This is an optimization exercise on Yosys and OpenROAD, whose aim is small area, a short achievable clock period and few clock cycles per item, not a production implementation. Function was checked by simulation only, so behaviour that the tests miss may differ from the original. Power is estimated from default activity; no workload was simulated.

Q:
==> flow/design.v <==
package ffa_pkg;
    localparam logic OP_ALLOC = 1'b0;
    localparam logic OP_FREE  = 1'b1;
    localparam logic [1:0] ST_ALLOCATED = 2'd0;
    localparam logic [1:0] ST_NO_FIT    = 2'd1;
    localparam logic [1:0] ST_FREED     = 2'd2;
    localparam logic [1:0] ST_NOT_FOUND = 2'd3;
    localparam int BYTES_W = 10;
endpackage
import ffa_pkg::*;
module first_fit_block_allocator
#(
    parameter int ARENA_BYTES  = 1024,
    parameter int ALIGN_BYTES  = 16,
    parameter int HEADER_BYTES = 16
)
(
    input  logic                clk,
    input  logic                rst_n,
    input  logic                req_valid,
    output logic                req_stall,
    input  logic                operation,
    input  logic [BYTES_W-1:0]  request_bytes,
    input  logic [BYTES_W-1:0]  free_offset,
    output logic                rsp_valid,
    input  logic                rsp_stall,
    output logic [1:0]          status,
    output logic [BYTES_W-1:0]  data_offset
);
    localparam int N = 64;
    function automatic [2:0] low8(input logic [7:0] v);
        logic [2:0] k;
        k = 3'd7;
        for (int i = 6; i >= 0; i--)
            if (v[i])
                k = 3'(i);
        low8 = k;
    endfunction
    function automatic [N:0] dec_eq(input logic [6:0] v);
        logic [8:0] heq;
        logic [7:0] leq;
        logic [N:0] eq;
        for (int a = 0; a < 9; a++)
            heq[a] = (v[6:3] == 4'(a));
        for (int b = 0; b < 8; b++)
            leq[b] = (v[2:0] == 3'(b));
        for (int x = 0; x <= N; x++)
            eq[x] = heq[x / 8] & leq[x % 8];
        dec_eq = eq;
    endfunction
    function automatic [N-1:0] dec_ge(input logic [5:0] v);
        logic [7:0] hlt, heq;
        logic [7:0] lle;
        logic [N-1:0] ge;
        for (int a = 0; a < 8; a++)
        begin
            hlt[a] = (v[5:3] < 3'(a));
            heq[a] = (v[5:3] == 3'(a));
        end
        for (int b = 0; b < 8; b++)
            lle[b] = (v[2:0] <= 3'(b));
        for (int x = 0; x < N; x++)
            ge[x] = hlt[x / 8] | (heq[x / 8] & lle[x % 8]);
        dec_ge = ge;
    endfunction
    logic       ir_valid;
    logic       ir_op;
    logic [6:0] ir_arg;      
    logic [5:0] ir_c1;       
    logic [5:0] ir_c2;
    logic       ir_rz;       
    logic       sk_valid;    
    logic       proc;
    logic [6:0] arg_in, r_in;
    logic [5:0] c1_in, c2_in;
    assign r_in = {1'b0, request_bytes[9:4]} + {6'd0, |request_bytes[3:0]};
    always_comb
    begin
        if (operation == OP_FREE)
            arg_in = {(free_offset[3:0] == 4'd0) && (free_offset[9:4] != 6'd0),
                      free_offset[9:4] - 6'd1};
        else
            arg_in = r_in + 7'd1;
        for (int j = 0; j < 6; j++)
        begin
            c1_in[j] = (r_in >> (j + 1)) != 7'd0;
            c2_in[j] = c1_in[j] & r_in[j];
        end
    end
    assign req_stall = ir_valid & sk_valid;
    assign proc      = ir_valid & ~sk_valid;
    always_ff @(posedge clk or negedge rst_n)
    begin
        if (!rst_n)
            ir_valid <= 1'b0;
        else if (!req_stall)
            ir_valid <= req_valid;
    end
    always_ff @(posedge clk)
    begin
        if (!req_stall)
        begin
            ir_op  <= operation;
            ir_arg <= arg_in;
            ir_c1  <= c1_in;
            ir_c2  <= c2_in;
            ir_rz  <= (r_in == 7'd0);
        end
    end
    logic [N-1:0] fr;
    logic [N-1:1] st_r;
    logic [N+1:0] st;        
    assign st = {2'b11, st_r, 1'b1};
    logic         p_valid;
    logic [5:0]   p_g;
    logic [6:0]   p_m;
    logic [6:0]   p_h;
    assign p_h    = 7'(p_g) + p_m;
    logic [N:0]   p_eq_g, p_eq_h;
    assign p_eq_g = p_valid ? dec_eq({1'b0, p_g}) : '0;
    assign p_eq_h = p_valid ? dec_eq(p_h) : '0;
    logic [N-1:0] p_split, fr_t, st_t, fs_t;
    always_comb
    begin
        for (int x = 0; x < N; x++)
        begin
            p_split[x] = p_eq_h[x] & ~st[x] & ~st[x+1];
            fr_t[x]    = (fr[x] & ~p_eq_g[x] & ~p_eq_h[x+1] & ~(p_eq_h[x] & ~st[x] & st[x+1]))
                         | p_split[x];
            st_t[x]    = st[x] | p_split[x];
            fs_t[x]    = (st[x] & fr[x] & ~p_eq_g[x]) | p_split[x];
        end
    end
    logic [N-1:0] f [7];
    always_comb
    begin
        f[0] = ~st[N:1];
        for (int j = 0; j < 5; j++)
            f[j+1] = f[j] & ((f[j] >> (1 << j)) | {N{~ir_c1[j]}})
                          & ((f[j] >> (2 << j)) | {N{~ir_c2[j]}});
        f[6] = f[5] & {N{~ir_c1[5]}};
    end
    logic [N-1:0] a_win;
    logic [7:0]   a_grp;
    logic [2:0]   a_lo [8];
    logic [2:0]   a_hi;
    logic         a_fit;
    logic [5:0]   a_g;
    assign a_win = fs_t & (f[6] | {N{ir_rz}});
    always_comb
    begin
        for (int a = 0; a < 8; a++)
        begin
            a_grp[a] = |a_win[8*a +: 8];
            a_lo[a]  = low8(a_win[8*a +: 8]);
        end
    end
    assign a_hi  = low8(a_grp);
    assign a_fit = |a_grp;
    assign a_g   = {a_hi, a_lo[a_hi]};
    logic [N-1:0] f_ge, f_eq, f_in, f_t, f_blk;
    assign f_ge = ir_arg[6] ? dec_ge(ir_arg[5:0]) : '0;
    assign f_eq = ir_arg[6] ? dec_eq({1'b0, ir_arg[5:0]}) : '0;
    assign f_in = f_ge & (st[N-1:0] ^ f_eq);
    always_comb
    begin
        f_t[0] = f_in[0];
        for (int x = 1; x < N; x++)
            f_t[x] = f_t[x-1] | f_in[x];
    end
    assign f_blk = f_ge & ~f_t;
    logic         do_free;
    logic [N-1:0] fr_f;
    logic         f_found;
    assign do_free = proc & (ir_op == OP_FREE);
    assign fr_f    = fr_t | ({N{do_free}} & f_blk);
    assign f_found = |(st_t & f_eq);
    always_ff @(posedge clk or negedge rst_n)
    begin
        if (!rst_n)
        begin
            fr[0]     <= 1'b1;
            fr[N-1]   <= 1'b1;
            st_r      <= '0;
            p_valid   <= 1'b0;
        end
        else
        begin
            fr[0]     <= fr_f[0];
            fr[N-1]   <= fr_f[N-1];
            st_r    <= st_t[N-1:1] & ~(fr_f[N-1:1] & fr_f[N-2:0]);
            p_valid <= proc & (ir_op == OP_ALLOC) & a_fit;
        end
    end
    always_ff @(posedge clk)
        fr[N-2:1] <= fr_f[N-2:1];
    always_ff @(posedge clk)
    begin
        p_g <= a_g;
        p_m <= ir_arg;
    end
    logic [1:0] n_st;
    always_comb
    begin
        if (ir_op == OP_FREE)
            n_st = f_found ? ST_FREED : ST_NOT_FOUND;
        else
            n_st = a_fit ? ST_ALLOCATED : ST_NO_FIT;
    end
    logic       take;
    logic       rv_reg;
    logic [1:0] q_v;
    logic       q_wp, q_rp;
    logic [1:0] q_st [2];
    logic [5:0] q_g  [2];
    assign take     = rv_reg & ~rsp_stall;
    assign sk_valid = &q_v;
    always_ff @(posedge clk or negedge rst_n)
    begin
        if (!rst_n)
        begin
            rv_reg <= 1'b0;
            q_v    <= 2'b00;
            q_wp   <= 1'b0;
            q_rp   <= 1'b0;
        end
        else
        begin
            for (int i = 0; i < 2; i++)
                q_v[i] <= (q_v[i] & ~(take & (q_rp == 1'(i)))) | (proc & (q_wp == 1'(i)));
            if (proc)
                q_wp <= ~q_wp;
            if (take)
                q_rp <= ~q_rp;
            rv_reg <= take ? (q_v[~q_rp] | proc) : (rv_reg | proc);
        end
    end
    always_ff @(posedge clk)
    begin
        for (int i = 0; i < 2; i++)
            if (q_wp == 1'(i) && !q_v[i])
            begin
                q_st[i] <= n_st;
                q_g[i]  <= a_g;
            end
    end
    assign rsp_valid   = rv_reg;
    assign status      = q_st[q_rp];
    assign data_offset = (q_st[q_rp] == ST_ALLOCATED) ? {q_g[q_rp] + 6'd1, 4'd0} : '0;
endmodule
clock: 5.0 ns
lec_check: 0
cap_margin: 20
core_margin: 2
core_utilization: 40
gpl_timing_driven: 0
setup_slack_margin: 0.5
slew_margin: 20
run.sh (not shown) runs the stock make flow with config.mk's settings and CLKGATE_MAP_FILE= SYNTH_SCRIPT=/design/flow/synth_recipe.tcl, a recipe that flattens the netlist after the stock synthesis.
Testbench counts of Q, summed over its fixed seeds: cycles 4,016, items 4,000.
Setup changes, Q to T
Settings: SETUP_SLACK_MARGIN now 0.3, was 0.5.
==> comparison <==
- Across both runs, global-route usage was lower for T than for Q.
- There was hardly any difference in final-report setup violation count between T and Q.
- Compared with Q, T shows total detailed-routing wirelength that has gone up slightly.
- Required arrival time at the worst endpoint on T is down relative to Q.
- Layout buffering overhead excluding clock cells for T: 0.29 points down relative to Q
- Diff Q..T | via count of the routed design | negligible
- Measured against each other, T and Q differ in met3 capacity usage during global routing, the lower figure coming from Q.
- Non-clock buffer count for T: 1.1% down relative to Q


## AL
Another version of the RTL of first_fit_block_allocator (not shown whole).
For scale: roughly 2500 cells after synthesis, about 180 flip-flops, ~39 I/O pins, about 0.019 sq mm of cells after synthesis.
clock: 5.0 ns
lec_check: 0
cap_margin: 20
core_margin: 2
core_utilization: 40
gpl_timing_driven: 0
setup_slack_margin: 0.5
slew_margin: 20
Testbench counts of AL, summed over its fixed seeds: cycles 4,016, items 4,000.
Modified inputs, PW compared to AL
- a change of SETUP_SLACK_MARGIN from 0.5 to 0.8
## What came out
Cell internal power dissipation: PW higher than AL. Between AL and PW, the first-pass GRT wire length is lower for AL. PW vs AL, part of the power in combinational logic went up by 0.8 points. The run showing the smaller total power is AL. Going from AL to PW, the path depth of the worst reg2reg path was found to have gone down by 4. Area growth from synthesis to final layout for PW: 3.6 points up relative to AL. The higher total buffers and inverters traversed by the critical path came out of PW. Compared with AL, the router placed more vias in PW.


Setup of job 9174:
first_fit_block_allocator, a different RTL version from the one above (not shown whole).
Size: ~39 I/O pins, about 0.018 mm2 of cells after synthesis.
// first_fit_block_allocator
module first_fit_block_allocator
#(
    parameter int ARENA_BYTES  = 1024,
    parameter int ALIGN_BYTES  = 16,
    parameter int HEADER_BYTES = 16
)
(
    input  logic                clk,
    input  logic                rst_n,
    input  logic                req_valid,
    output logic                req_stall,
    input  logic                operation,
    input  logic [BYTES_W-1:0]  request_bytes,
    input  logic [BYTES_W-1:0]  free_offset,
    output logic                rsp_valid,
    input  logic                rsp_stall,
    output logic [1:0]          status,
    output logic [BYTES_W-1:0]  data_offset
);
Settings: LEC_CHECK=0, CAP_MARGIN=20, CORE_MARGIN=2, CORE_UTILIZATION=40, GPL_TIMING_DRIVEN=0, SETUP_SLACK_MARGIN=0.8, SLEW_MARGIN=20; clock period 5.0 ns.
Testbench counts of job 9174, summed over its fixed seeds: cycles 4,016, items 4,000.
The following lists how job 6778 was set up differently from job 9174:
Settings: SETUP_SLACK_MARGIN changed from 0.8 to 0.65.
## What came out
Setup slack in job 6778 is 0.068 ns below job 9174. Detailed-route wire length on metal 1 for job 6778: about 1.1% up relative to job 9174. Combined area of the multi-input logic cells delta for job 6778 relative to job 9174: 1.1% lower. Compared with job 9174, in job 6778 first-pass GRT wire length fell about 0.7%, count of clock tree sinks was more or less identical, post-synthesis sequential element count shows no meaningful change. Re internal reg-to-reg setup slack: job 6778 and job 9174 aren't equal, and the higher value belongs to job 9174.
Here is what was changed in the inputs of job 6006 compared with job 6778.
Settings: a change of SETUP_SLACK_MARGIN from 0.65 to 1.0.
--- outcome ---
Job 6006 against job 6778: final cell count without fillers picked up an extra about 2.2%, worst-case clock buffer depth neither gained nor lost much, flip-flop and latch share of the layout cell area lost 1.2 points. Worst setup margin in job 6006 is 0.14 ns above job 6778. Mean routed wirelength per cell in job 6006 is 0.27 um lower than in job 6778. Routed wire length in job 6006 is about 1.5% higher than in job 6778. Relative to job 6778, the total power measured on job 6006 has increased by a little under 10%. Sort job 6006 and job 6778 by global routing usage on met2 desc -> top: job 6006. Status | job 6006 and job 6778 | clean. The non-clock buffer total of the final layout in job 6006 sits 70 above the value recorded for job 6778. Job 6006 against job 6778: power drawn by the sequential cells comparable; highest fanout seen on the critical path shows a reduction of 4.

-- what the ideal ports hide --
No port has a modelled driver above. Below, the same layouts with a new extraction and two added sets of constraints. Step 1: set_driving_cell puts a clkbuf_16 on clk and a buf_2 on each other input, an assumption about the parent block. Step 2, shift: input delay + t, output delay - t, t = (earliest + latest rising clock arrival at the registers) / 2. This alone moves slack from input paths to output paths. Slacks: ideal ports / drivers / drivers and shift; pairs: ideal ports / drivers.
| run | t (ns) | slack for setup (ns) | worst hold slack (ns) | worst setup path after step 2 | clock arrival spread, ns |
|---|---|---|---|---|---|
| Q | 0.546 | 0.111 / 0.111 / 0.111 | 0.390 / 0.390 / 0.390 | register to register | 0.017 / 0.017 |
| T | 0.556 | 0.129 / 0.129 / 0.129 | 0.388 / 0.388 / 0.388 | register to register | 0.013 / 0.013 |
| AL | 0.532 | 0.258 / 0.258 / 0.258 | 0.457 / 0.447 / 0.457 | register to register | 0.015 / 0.016 |
| PW | 0.531 | 0.269 / 0.269 / 0.269 | 0.463 / 0.452 / 0.463 | register to register | 0.014 / 0.014 |
| job 9174 | 0.536 | 0.455 / 0.455 / 0.455 | 0.387 / 0.387 / 0.387 | register to register | 0.011 / 0.012 |
| job 6778 | 0.536 | 0.387 / 0.387 / 0.387 | 0.388 / 0.388 / 0.388 | register to register | 0.013 / 0.012 |
| job 6006 | 0.544 | 0.529 / 0.529 / 0.529 | 0.386 / 0.386 / 0.386 | register to register | 0.011 / 0.011 |
After both steps every run listed still meets setup and hold.
